This is an optimization exercise on Yosys and OpenROAD, whose aim is small area, a short achievable clock period and few clock cycles per item, not a production implementation. Function was checked by simulation only, so behaviour that the tests miss may differ from the original. Power and IR drop assume default switching activity.

## run A
Design rational_add_mul_reduce_core, start of the top module:
module rational_add_mul_reduce_core (
  input  logic                               clk,
  input  logic                               rst_n,
  input  logic                               in_tvalid,
  output logic                               in_tready,
  input  logic [63:0]                        in_tdata,
  input  logic [1:0]                         in_tuser,
  output logic                               out_tvalid,
  input  logic                               out_tready,
  output logic [63:0]                        out_tdata,
  output logic [0:0]                         out_tuser
);
Size in the first run: about 3700 cells after synthesis, about 320 flip-flops, ~140 I/O pins, about 0.033 mm² of cells after synthesis.
==> flow/config.mk <==
export PLATFORM = sky130hd
export DESIGN_NAME = rational_add_mul_reduce_core
export DESIGN_NICKNAME = rational_add_mul_reduce_core
export VERILOG_FILES = /design/flow/design.v
export SDC_FILE = /design/flow/constraint.sdc
export NUM_CORES = 4
export LEC_CHECK = 0
export CAP_MARGIN = 20
export CORE_MARGIN = 2
export CORE_UTILIZATION = 40
export SETUP_SLACK_MARGIN = 5
export SLEW_MARGIN = 20
==> flow/constraint.sdc <==
create_clock -name core_clock -period 10.0 [get_ports {clk}]
set_input_delay 2.0000 -clock core_clock [delete_from_list [all_inputs] [get_ports {clk}]]
set_output_delay 2.0000 -clock core_clock [all_outputs]
set_load 0.01 [all_outputs]
standard.sh (not shown) runs the stock make flow with config.mk's settings and CLKGATE_MAP_FILE= SYNTH_SCRIPT=/design/flow/synth_recipe.tcl, a recipe that flattens the netlist after the stock synthesis.
==> flow/flow/run.sh <==
#!/bin/bash
set -euo pipefail
MARGIN=5.5
grep -q 'SETUP_SLACK_MARGIN=5' standard.sh
sed "s/SETUP_SLACK_MARGIN=5/SETUP_SLACK_MARGIN=${MARGIN}/" standard.sh > standard_margin.sh
bash standard_margin.sh > standard_margin.log 2>&1
test -s out/final.def
Testbench counts of run A, summed over its fixed seeds: cycles 33,070, items 1,920.
diff inputs: run A => run B
- swapping 20 for 0 in SLEW_MARGIN
- swapping 20 for 0 in CAP_MARGIN
==> flow/run.sh (new file) <==
#!/bin/bash
# synth_recipe.tcl (not shown) runs the flow's synth.tcl, then flattens the netlist and writes it again
# the make line also repeats each setting of config.mk as NAME=value (left out here)
make -C /OpenROAD-flow-scripts/flow DESIGN_CONFIG=/design/flow/config.mk WORK_HOME=/design/flow/orfs CLKGATE_MAP_FILE= SYNTH_SCRIPT=/design/flow/synth_recipe.tcl finish
removed: flow/flow/run.sh
removed: flow/standard.sh
--- outcome ---
- Run B vs. run A: met2 usage in global routing went down by 0.88 points.
- On run B: part of the power in the clock network is 1.4 points higher than what run A gave.
- Number of hold-repair buffers added at the cts stage came out exactly the same in run A and run B.
Edits applied to the flow inputs when going from run B to run C:
- a change of SLEW_MARGIN from 0 to 20
- a change of CAP_MARGIN from 0 to 20
==> flow/flow/run.sh (new file) <==
#!/bin/bash
set -euo pipefail
MARGIN=6.0
grep -q 'SETUP_SLACK_MARGIN=5' standard.sh
sed "s/SETUP_SLACK_MARGIN=5/SETUP_SLACK_MARGIN=${MARGIN}/" standard.sh > standard_margin.sh
bash standard_margin.sh > standard_margin.log 2>&1
test -s out/final.def
==> flow/standard.sh (new file) <==
#!/bin/bash
# synth_recipe.tcl (not shown) runs the flow's synth.tcl, then flattens the netlist and writes it again
# the make line also repeats each setting of config.mk as NAME=value (left out here)
make -C /OpenROAD-flow-scripts/flow DESIGN_CONFIG=/design/flow/config.mk WORK_HOME=/design/flow/orfs CLKGATE_MAP_FILE= SYNTH_SCRIPT=/design/flow/synth_recipe.tcl "${@:-finish}"
removed: flow/run.sh
Findings:
- Final area (run C / run B): 1.08
- Relative to run B, the net load switching power of run C is higher by about 9%.
- On share of total power in sequential cells: run C sits below run B.
- Summary — overall power consumption, run C relative to run B: higher, by about 10%.
- Run C vs run B on final routed wire length divided by cell count: run C is the higher one.
- Compared to run B, the router laid down more metal wire for run C.
- Diff run B -> run C: portion of total power attributed to the clock network now sits lower; final net count now larger; worst setup slack now sits higher; first-iteration DRC count saw an increase.
diff inputs: run C => run D
==> flow/run.sh (new file) <==
#!/bin/bash
# synth_recipe.tcl (not shown) runs the flow's synth.tcl, then flattens the netlist and writes it again
# the make line also repeats each setting of config.mk as NAME=value (left out here)
make -C /OpenROAD-flow-scripts/flow DESIGN_CONFIG=/design/flow/config.mk WORK_HOME=/design/flow/orfs CLKGATE_MAP_FILE= SYNTH_SCRIPT=/design/flow/synth_recipe.tcl finish
removed: flow/flow/run.sh
removed: flow/standard.sh
Notes after the runs:
Sequential share of layout area: higher on run D. Summary of the comparison: setup slack is lower in run D, relative to run C. Run D vs run C: area of all placed cells without fillers down. Compared with run C, run D shows a lower net total in the final layout.

static timing again, ports no longer ideal:
The results above use ideal ports. As a check the final layouts listed here were re-extracted and re-timed, cells and wires unchanged. Step 1: set_driving_cell puts a clkbuf_16 on clk and a buf_2 on each other input, an assumption about the parent block. Step 2 also shifts input and output timing later by t, the mid clock arrival at the registers, as if the neighbouring blocks saw the same clock. Slacks: no drivers / after step 1 / after step 2; pairs: no drivers / after step 1.
| run | t (ns) | setup WS [ns] | hold slack, ns | worst register clock-pin slew, ns | worst data-port slew with drivers (ns) |
|---|---|---|---|---|---|
| run A | 0.625 | 5.479 / 5.479 / 5.479 | 0.536 / 0.536 / 0.536 | 0.07 / 0.07 | 0.08 |
| run B | 0.617 | 5.154 / 5.154 / 5.154 | 0.527 / 0.527 / 0.527 | 0.06 / 0.06 | 0.08 |
| run C | 0.643 | 5.367 / 5.367 / 5.367 | 0.529 / 0.529 / 0.529 | 0.07 / 0.07 | 0.08 |
| run D | 0.619 | 5.163 / 5.146 / 5.163 | 0.530 / 0.530 / 0.530 | 0.06 / 0.06 | 0.07 |
After both steps every run listed still meets setup and hold.
